Context: an optimization exercise on an open-source flow, tuned for a short achievable clock period and few clock cycles. The choices shown serve that exercise and are no tape-out recipe.
Function was checked by simulation only, so behaviour that the tests miss may differ from the original.
Power and IR drop assume default switching activity.

<file path="flow/config.mk">
export PLATFORM = sky130hd
export DESIGN_NAME = cache_top
export DESIGN_NICKNAME = cache_top
export VERILOG_FILES = /design/flow/design.v
export SDC_FILE = /design/flow/constraint.sdc
export NUM_CORES = 4
export LEC_CHECK = 0
export CAP_MARGIN = 20
export CORE_MARGIN = 2
export CORE_UTILIZATION = 40
export SLEW_MARGIN = 20
</file>
<file path="flow/constraint.sdc">
create_clock -name core_clock -period 7.0 [get_ports {clk}]
set_input_delay 1.4000 -clock core_clock [delete_from_list [all_inputs] [get_ports {clk}]]
set_output_delay 1.4000 -clock core_clock [all_outputs]
set_load 0.01 [all_outputs]
</file>
<file path="flow/design.v">
`default_nettype none
package cache_pkg;
    typedef logic [32-1:0] addr_t;
    typedef logic [32-3-5-1:0] tag_t;
    typedef logic [3-1:0] index_t;
    typedef logic [32*8-1:0] line_t;
    typedef logic [32-1:0] byte_en_t;
    typedef logic [2-1:0] way_mask_t;
    typedef struct packed {
        addr_t    addr;
        line_t    wdata;
        byte_en_t be;
        logic     write;
    } cpu_req_t;
    typedef struct packed {
        logic compare_en;
        logic write_hit;
        logic fill;
    } way_ctrl_t;
    typedef struct packed {
        logic  hit;
        logic  dirty;
        tag_t  tag;
        line_t data;
    } way_status_t;
    typedef enum logic [1:0] {
        ST_IDLE,
        ST_COMPARE,
        ST_WRITE_BACK,
        ST_FILL
    } cache_state_t;
endpackage
`default_nettype wire
`timescale 1ns/1ns
`default_nettype none
module cache_request_latch (
    input  logic     clk,
    input  logic     reset_i,
    input  logic     req_valid_i,
    input  cache_pkg::cpu_req_t req_i,
    output cache_pkg::cpu_req_t req_o,
    output cache_pkg::tag_t     tag_o,
    output cache_pkg::index_t   index_o,
    output logic     start_o
);
    cache_pkg::cpu_req_t req_q;
    logic     start_q;
    always_ff @(posedge clk) begin
        if (req_valid_i) begin
            req_q <= req_i;
        end
    end
    always_ff @(posedge clk) begin
        if (reset_i) begin
            start_q <= 1'b0;
        end else begin
            start_q <= req_valid_i;
        end
    end
    assign req_o   = req_q;
    assign start_o = start_q;
    assign tag_o = req_q.addr[32-1 -: 32-3-5];
    assign index_o = req_q.addr[5 +: 3];
endmodule
`default_nettype wire
`timescale 1ns/1ns
`default_nettype none
module cache_way (
    input  logic        clk,
    input  logic        reset_i,
    input  cache_pkg::tag_t        tag_i,
    input  cache_pkg::index_t      index_i,
    input  cache_pkg::cpu_req_t    req_i,
    input  cache_pkg::way_ctrl_t   ctrl_i,
    input  logic        victim_i,
    input  cache_pkg::line_t       fill_data_i,
    output cache_pkg::way_status_t status_o
);
    localparam int SETS = 2**3;
    cache_pkg::tag_t              tag_q   [SETS];
    cache_pkg::line_t             data_q  [SETS];
    logic [SETS-1:0]   valid_q;
    logic [SETS-1:0]   dirty_q;
    logic     hit;
    logic     fill_en;
    logic     write_en;
    cache_pkg::byte_en_t write_mask;
    cache_pkg::line_t    write_src;
    cache_pkg::line_t    line_next;
    assign hit = ctrl_i.compare_en && valid_q[index_i] && (tag_q[index_i] == tag_i);
    assign fill_en  = ctrl_i.fill && victim_i;
    assign write_en = ctrl_i.write_hit && hit;
    always_comb begin
        if (fill_en) begin
            write_mask = '1;
            write_src  = fill_data_i;
        end else if (write_en) begin
            write_mask = req_i.be;
            write_src  = req_i.wdata;
        end else begin
            write_mask = '0;
            write_src  = req_i.wdata;
        end
    end
    always_comb begin
        line_next = data_q[index_i];
        for (int b = 0; b < 32; b++) begin
            if (write_mask[b]) begin
                line_next[b*8 +: 8] = write_src[b*8 +: 8];
            end
        end
    end
    always_ff @(posedge clk) begin
        if (|write_mask) begin
            data_q[index_i] <= line_next;
        end
        if (fill_en) begin
            tag_q[index_i] <= tag_i;
        end
    end
    always_ff @(posedge clk) begin
        if (reset_i) begin
            valid_q <= '0;
            dirty_q <= '0;
        end else if (fill_en) begin
            valid_q[index_i] <= 1'b1;
            dirty_q[index_i] <= 1'b0;
        end else if (write_en) begin
            dirty_q[index_i] <= 1'b1;
        end
    end
    assign status_o.hit   = hit;
    assign status_o.dirty = dirty_q[index_i];
    assign status_o.tag   = tag_q[index_i];
    assign status_o.data  = data_q[index_i];
endmodule
`default_nettype wire
`timescale 1ns/1ns
`default_nettype none
module cache_way_select (
    input  logic        clk,
    input  logic        reset_i,
    input  cache_pkg::index_t      index_i,
    input  logic [2-1:0]          way_hit_i,
    input  logic [2-1:0]          way_dirty_i,
    input  cache_pkg::tag_t  [2-1:0] way_tag_i,
    input  cache_pkg::line_t [2-1:0] way_data_i,
    input  cache_pkg::cpu_req_t    req_i,
    output cache_pkg::way_mask_t   victim_o,
    output logic        hit_o,
    output logic        victim_dirty_o,
    output cache_pkg::line_t       rdata_o,
    output cache_pkg::addr_t       wb_addr_o,
    output cache_pkg::line_t       wb_data_o,
    output cache_pkg::addr_t       fill_addr_o
);
    localparam int SETS  = 2**3;
    localparam int WAY_W = $clog2(2);
    logic [SETS-1:0]  lru_q;
    cache_pkg::way_mask_t        hits;
    logic [WAY_W-1:0] hit_way;
    logic [WAY_W-1:0] victim_way;
    always_comb begin
        hits    = '0;
        hit_way = '0;
        for (int w = 0; w < 2; w++) begin
            hits[w] = way_hit_i[w];
            if (way_hit_i[w]) begin
                hit_way = WAY_W'(w);
            end
        end
    end
    assign hit_o   = |hits;
    assign rdata_o = way_data_i[hit_way];
    assign victim_way     = lru_q[index_i];
    assign victim_o       = cache_pkg::way_mask_t'({{(2-1){1'b0}}, 1'b1} << victim_way);
    assign victim_dirty_o = way_dirty_i[victim_way];
    assign wb_addr_o = {way_tag_i[victim_way], index_i, {5{1'b0}}};
    assign wb_data_o = way_data_i[victim_way];
    assign fill_addr_o = {req_i.addr[32-1:5],
                          {5{1'b0}}};
    always_ff @(posedge clk) begin
        if (reset_i) begin
            lru_q <= '0;
        end else if (hit_o) begin
            lru_q[index_i] <= ~hit_way;
        end
    end
endmodule
`default_nettype wire
`timescale 1ns/1ns
`default_nettype none
module cache_control (
    input  logic      clk,
    input  logic      reset_i,
    input  logic      start_i,
    input  logic      write_i,
    input  logic      hit_i,
    input  logic      victim_dirty_i,
    input  logic      pmem_resp_i,
    output cache_pkg::way_ctrl_t ctrl_o,
    output logic      write_back_o,
    output logic      pmem_read_o,
    output logic      pmem_write_o,
    output logic      resp_valid_o
);
    cache_pkg::cache_state_t state_q;
    cache_pkg::cache_state_t state_d;
    always_ff @(posedge clk) begin
        if (reset_i) begin
            state_q <= cache_pkg::ST_IDLE;
        end else begin
            state_q <= state_d;
        end
    end
    always_comb begin
        state_d = state_q;
        case (state_q)
            cache_pkg::ST_IDLE: begin
                if (start_i) begin
                    state_d = cache_pkg::ST_COMPARE;
                end
            end
            cache_pkg::ST_COMPARE: begin
                if (hit_i) begin
                    state_d = cache_pkg::ST_IDLE;
                end else if (victim_dirty_i) begin
                    state_d = cache_pkg::ST_WRITE_BACK;
                end else begin
                    state_d = cache_pkg::ST_FILL;
                end
            end
            cache_pkg::ST_WRITE_BACK: begin
                if (pmem_resp_i) begin
                    state_d = cache_pkg::ST_FILL;
                end
            end
            cache_pkg::ST_FILL: begin
                if (pmem_resp_i) begin
                    state_d = cache_pkg::ST_COMPARE;
                end
            end
            default: begin
                state_d = cache_pkg::ST_IDLE;
            end
        endcase
    end
    assign ctrl_o.compare_en = (state_q == cache_pkg::ST_COMPARE);
    assign ctrl_o.write_hit  = (state_q == cache_pkg::ST_COMPARE) && write_i;
    assign ctrl_o.fill       = (state_q == cache_pkg::ST_FILL) && pmem_resp_i;
    assign write_back_o = (state_q == cache_pkg::ST_WRITE_BACK);
    assign pmem_write_o = (state_q == cache_pkg::ST_WRITE_BACK);
    assign pmem_read_o  = (state_q == cache_pkg::ST_FILL);
    assign resp_valid_o = (state_q == cache_pkg::ST_COMPARE) && hit_i;
endmodule
`default_nettype wire
`timescale 1ns/1ns
`default_nettype none
module cache_top (
    input  logic     clk,
    input  logic     reset_i,
    input  logic           req_valid_i,
    input  logic [31:0]    req_addr_i,
    input  logic [255:0]   req_wdata_i,
    input  logic [31:0]    req_be_i,
    input  logic           req_write_i,
    output logic           resp_valid_o,
    output logic [255:0]   rdata_o,
    output logic           pmem_read_o,
    output logic           pmem_write_o,
    output logic [31:0]    pmem_addr_o,
    output logic [255:0]   pmem_wdata_o,
    input  logic [255:0]   pmem_rdata_i,
    input  logic           pmem_resp_i
);
    cache_pkg::cpu_req_t    req_i;
    assign req_i.addr  = req_addr_i;
    assign req_i.wdata = req_wdata_i;
    assign req_i.be    = req_be_i;
    assign req_i.write = req_write_i;
    cache_pkg::cpu_req_t    req_q;
    cache_pkg::tag_t        req_tag;
    cache_pkg::index_t      req_index;
    logic        start;
    cache_pkg::way_ctrl_t   way_ctrl;
    cache_pkg::way_mask_t   victim_mask;
    logic [2-1:0]             way_hit;
    logic [2-1:0]             way_dirty;
    cache_pkg::tag_t  [2-1:0] way_tag;
    cache_pkg::line_t [2-1:0] way_data;
    logic        hit;
    logic        victim_dirty;
    cache_pkg::addr_t       wb_addr;
    cache_pkg::addr_t       fill_addr;
    logic        write_back;
    cache_request_latch u_latch (
        .clk         (clk),
        .reset_i     (reset_i),
        .req_valid_i (req_valid_i),
        .req_i       (req_i),
        .req_o       (req_q),
        .tag_o       (req_tag),
        .index_o     (req_index),
        .start_o     (start)
    );
    for (genvar g = 0; g < 2; g++) begin : g_way
        cache_pkg::way_status_t way_status;
        cache_way u_way (
            .clk         (clk),
            .reset_i     (reset_i),
            .tag_i       (req_tag),
            .index_i     (req_index),
            .req_i       (req_q),
            .ctrl_i      (way_ctrl),
            .victim_i    (victim_mask[g]),
            .fill_data_i (pmem_rdata_i),
            .status_o    (way_status)
        );
        assign way_hit[g]   = way_status.hit;
        assign way_dirty[g] = way_status.dirty;
        assign way_tag[g]   = way_status.tag;
        assign way_data[g]  = way_status.data;
    end
    cache_way_select u_select (
        .clk            (clk),
        .reset_i        (reset_i),
        .index_i        (req_index),
        .way_hit_i      (way_hit),
        .way_dirty_i    (way_dirty),
        .way_tag_i      (way_tag),
        .way_data_i     (way_data),
        .req_i          (req_q),
        .victim_o       (victim_mask),
        .hit_o          (hit),
        .victim_dirty_o (victim_dirty),
        .rdata_o        (rdata_o),
        .wb_addr_o      (wb_addr),
        .wb_data_o      (pmem_wdata_o),
        .fill_addr_o    (fill_addr)
    );
    cache_control u_control (
        .clk            (clk),
        .reset_i        (reset_i),
        .start_i        (start),
        .write_i        (req_q.write),
        .hit_i          (hit),
        .victim_dirty_i (victim_dirty),
        .pmem_resp_i    (pmem_resp_i),
        .ctrl_o         (way_ctrl),
        .write_back_o   (write_back),
        .pmem_read_o    (pmem_read_o),
        .pmem_write_o   (pmem_write_o),
        .resp_valid_o   (resp_valid_o)
    );
    assign pmem_addr_o = write_back ? wb_addr : fill_addr;
endmodule
`default_nettype wire
</file>
<file path="flow/run.sh">
#!/bin/bash
# synth_recipe.tcl (not shown) runs the flow's synth.tcl, then flattens the netlist and writes it again
# the make line also repeats each setting of config.mk as NAME=value (left out here)
make -C /OpenROAD-flow-scripts/flow DESIGN_CONFIG=/design/flow/config.mk WORK_HOME=/design/flow/orfs CLKGATE_MAP_FILE= SYNTH_SCRIPT=/design/flow/synth_recipe.tcl finish
</file>
==> summary.txt <==
## timing repair
item / CTS / global route
gates cloned: 0 / 1
endpoints found under the setup margin: 232 / 69
buffers inserted: 8 / 7
resized for setup: 14 / 3
## flip-flops by register name, indices dropped and copies added (netlist names), named ones only
register and cells:
g_way.u_way.data_q 4096, g_way.u_way.tag_q 384, g_way.u_way.valid_q 16, u_control.state_q 2
u_latch.req_q 316, u_latch.start_q 1, u_select.lru_q 8
## final cells by class
| cell class | count | area (sq um) | area share (%) |
|---|---|---|---|
| inverter | 10 | 45.0 | 0.0191 |
| multi-input combinational | 4828 | 50800 | 21.5 |
| clock inverter | 307 | 3270 | 1.38 |
| timing repair buffer | 1497 | 15600 | 6.61 |
| sequential | 4842 | 145000 | 61.3 |
| clock buffer | 625 | 13500 | 5.72 |
| tap | 6500 | 8130 | 3.44 |
| antenna | 15 | 37.5 | 0.0159 |
## power groups by stage
stage          Clock, mW  Sequential, mW  Combinational, mW
3_5_place_dp           0            33.6               6.86
4_1_cts             27.6            33.0               6.91
2_1_floorplan          0            33.4               3.81
5_1_grt             28.7            33.0               7.26
6_report            27.0            33.0               6.83
3_3_place_gp           0            33.6               6.70
## kinds of logic after synthesis
kind of cell	count (synthesis)	share of synthesized area, %
flops	4842	73.1
xor+xnor	24	0.106
mux	2512	19.9
simple gates	1565	3.45
compound gates	714	1.96
other cells	1	0.00189
fa+ha+maj	8	0.0505
buf+inv	585	1.38
## how the worst min path moves through the flow
stage	slack (ns)	cells after the start	endpoint	startpoint
2_1_floorplan	0.43	2	g_way[0].u_way.valid_q[4]	g_way[0].u_way.valid_q[4]
3_3_place_gp	0.44	2	g_way[0].u_way.valid_q[4]	g_way[0].u_way.valid_q[4]
3_5_place_dp	0.45	2	g_way[0].u_way.valid_q[3]	g_way[0].u_way.valid_q[3]
4_1_cts	0.47	2	g_way[0].u_way.valid_q[3]	g_way[0].u_way.valid_q[3]
5_1_grt	0.50	2	g_way[0].u_way.valid_q[0]	g_way[0].u_way.valid_q[0]
6_report	0.46	2	g_way[0].u_way.valid_q[3]	g_way[0].u_way.valid_q[3]
## cell usage after synthesis, drive strengths merged, types with 5 or more instances
| library cell | n | area (sq um) |
|---|---|---|
| a211oi | 19 | 143 |
| a21oi | 569 | 2850 |
| a22o | 30 | 263 |
| a22oi | 22 | 165 |
| a31oi | 7 | 43.8 |
| and2 | 11 | 68.8 |
| buf | 234 | 1410 |
| clkbuf | 341 | 1280 |
| dfxtp | 46 | 921 |
| edfxtp | 4796 | 144000 |
| ha | 8 | 100 |
| inv | 8 | 30.0 |
| mux2 | 799 | 9000 |
| mux2i | 648 | 6500 |
| mux4 | 1065 | 24000 |
| nand2 | 26 | 97.6 |
| nand3 | 85 | 1010 |
| nand3b | 6 | 45.0 |
| nand4 | 5 | 31.3 |
| nor2 | 1357 | 5090 |
| nor2b | 9 | 58.8 |
| nor3 | 16 | 80.1 |
| nor4 | 12 | 75.1 |
| o21ai | 36 | 180 |
| o22ai | 9 | 56.3 |
| or3 | 16 | 100 |
| xnor2 | 14 | 123 |
| xor2 | 10 | 87.6 |
## per-layer routing
metal	global-route usage (%)	up-vias	routed length [microns]	part of all wire (%)
li1	-	44355	-	-
met1	28.6	56142	224000	41
met2	36.3	3866	275000	50
met3	2.99	788	34700	6.3
met4	6.11	6	16200	2.9
met5	0	-	38	0.0069
## worst max-delay path, delay by kind of cell, from the launching register on
kind | cells | cell delay (ns)
muxes | 3 | 1.23
and+or+nand+nor | 3 | 0.77
DFF | 1 | 0.45
xor gates and xnor gates | 1 | 0.17
buffers and inverters | 4 | 1.53
==> flow_summary.toml <==
[status]
status = "timing/DRC/antenna clean"

[clocking]
cts_buffers = 521
cts-root-buf = "clkbuf_16"
cts_tree = "built"
cts_sinks = 4842
ctsLongestPathBuffers = 4
htree_num_levels = 6
clk_pin_slew_ns = 0.06
hold_buffers = 0
clk_latency_ns = 1.06

[worst_setup_path]
path_cells = "buf_4 > mux4_2 > mux2i_1 > xor2_1 > nand3_1 > nor4_2 > and4_4 > buf_12 > buf_4 > mux2_2 > clkdlybuf4s50_1"
timing.rr.end = "g_way[1].u_way.data_q[0][202]"
critical_path.endpoint = "rdata_o[41]"
critPathMaxStageDelay_ns = 0.57
crit_path_frequent_cell = "buf_4"
end_kind = "output pin"
r2r_setup_slack_ns = 1.29
crit_slowest_cell = "mux4_2"
reg2reg_from = "u_latch.req_q[295]"
worst_ep_arrival_time_ns = 5.39
required_ns = 5.60
path_class = "reg2out"
crit_path_start_kind = "flip-flop"
cp_max_fo = 39
r2r_cells = 8

[placed_design]
gp_congestion = 0.815
place_area_sq_mm = 0.219
dp_hpwl_microns = 347000
port_buffers = 1117
dp_slack_ns = 0.911
dp_cells = 17661

[synth]
ys_ff_latch = 4842
synth_top_flop_cell = "edfxtp_1"
async_flop_share_pct = 0
syn_inst = 10251
synth_edf_count = 4796
synth_cell_types = 59
syn_area_sq_mm = 0.198
ys_seq_area_share_pct = 73.1
yosysWarnings = 4
syn_avg_cell_area_sq_um = 19.3

[finish]
finalNonFillerCells = 18624
finalCoreUtilization_pct = 47.9
layout_common_cells = "edfxtp_1, nor2_1, clkdlybuf4s50_1"
fin_area_sq_mm = 0.236
fin_nets = 12289
num-fill-cells = 40298
drive_gt1_share_pct = 25.6
mostFrequentLayoutCell = "edfxtp_1"
syn_to_final_growth_pct = 19.3

[floorplan]
core_area_sq_mm = 0.494
io_pins = 1128
dieArea_sq_mm = 0.501
die-height_microns = 708
die_w_microns = 708
initial_core_util_pct = 40.2
num_rows = 258

[route]
viasPerCell = 5.65
avgRoutedWirePerCell_microns = 29.5
drtIter0Drc = 10252
dr.pass1.iters = 6
vias = 105157
drc = 0
antenna_left = 0
wirelength_microns = 550000

[timing]
tns_ns = 0
slew_viol_final = 0
finalHoldViolations = 0
max_freq_mhz = 147
worst_slew_pin_slew_ns = 1.18
finalCritPeriodShare_pct = 97.0
fin_crit_ns = 6.79
fin_hold_ws_ns = 0.461
layout_setup_ws_ns = 0.208
relSlewSlack_pct = 21.3
finClkSkew_ns = 0.0687
rsz0062_at_grt = "false"
setup_viol = 0

[power]
power_mw = 66.8
power.internal_mw = 51.2
seqPwrFrac_pct = 49.3
power_frac_comb_pct = 10.2
vdd_ir_drop_max_v = 0.000287
p_sw_share_pct = 23.4
cellPowerDensity_mw_per_mm2 = 283
p_leak_nw = 78.6
clock_power_share_pct = 40.4
power.switching_mw = 15.6

[global_route]
grt_antenna_before_repair = 34
overflow = 0
grt_pass1_wl_microns = 774000
grt_usage_pct = 21.3
grt_pass1_vias = 106969
grt_start_max_net_pins = 150

[job]
drv_cap = 0

[hold_path]
min-delay-path-class = "reg2reg"
Testbench counts, summed over its fixed seeds: cycles 43,186.

==> what the ideal ports hide <==
Ports are ideal in the flow. The routed layout listed here was re-timed in OpenROAD.
Step 1 (the two cells are an assumption about what drives the block):
set clk [get_ports {clk}]
set_driving_cell -lib_cell sky130_fd_sc_hd__clkbuf_16 $clk
set_driving_cell -lib_cell sky130_fd_sc_hd__buf_2 [delete_from_list [all_inputs] $clk]
Step 2 adds t to the input delays and takes it off the output delays; t is the mean of the earliest and latest rising clock arrival at the registers after step 1. Input paths then give back, and output paths get back, about the clock's delay inside the block.
a / b / c = ideal / step 1 / step 2; a / b = the first two.
t, ns: 1.151
slack for setup (ns): 0.208 / 0.080 / 1.231
cell pins on the clock port's net: 1
After both steps setup and hold are still met in this run. The setup slack of this run moves by -0.128 ns with the drivers and by +1.023 ns with both steps.
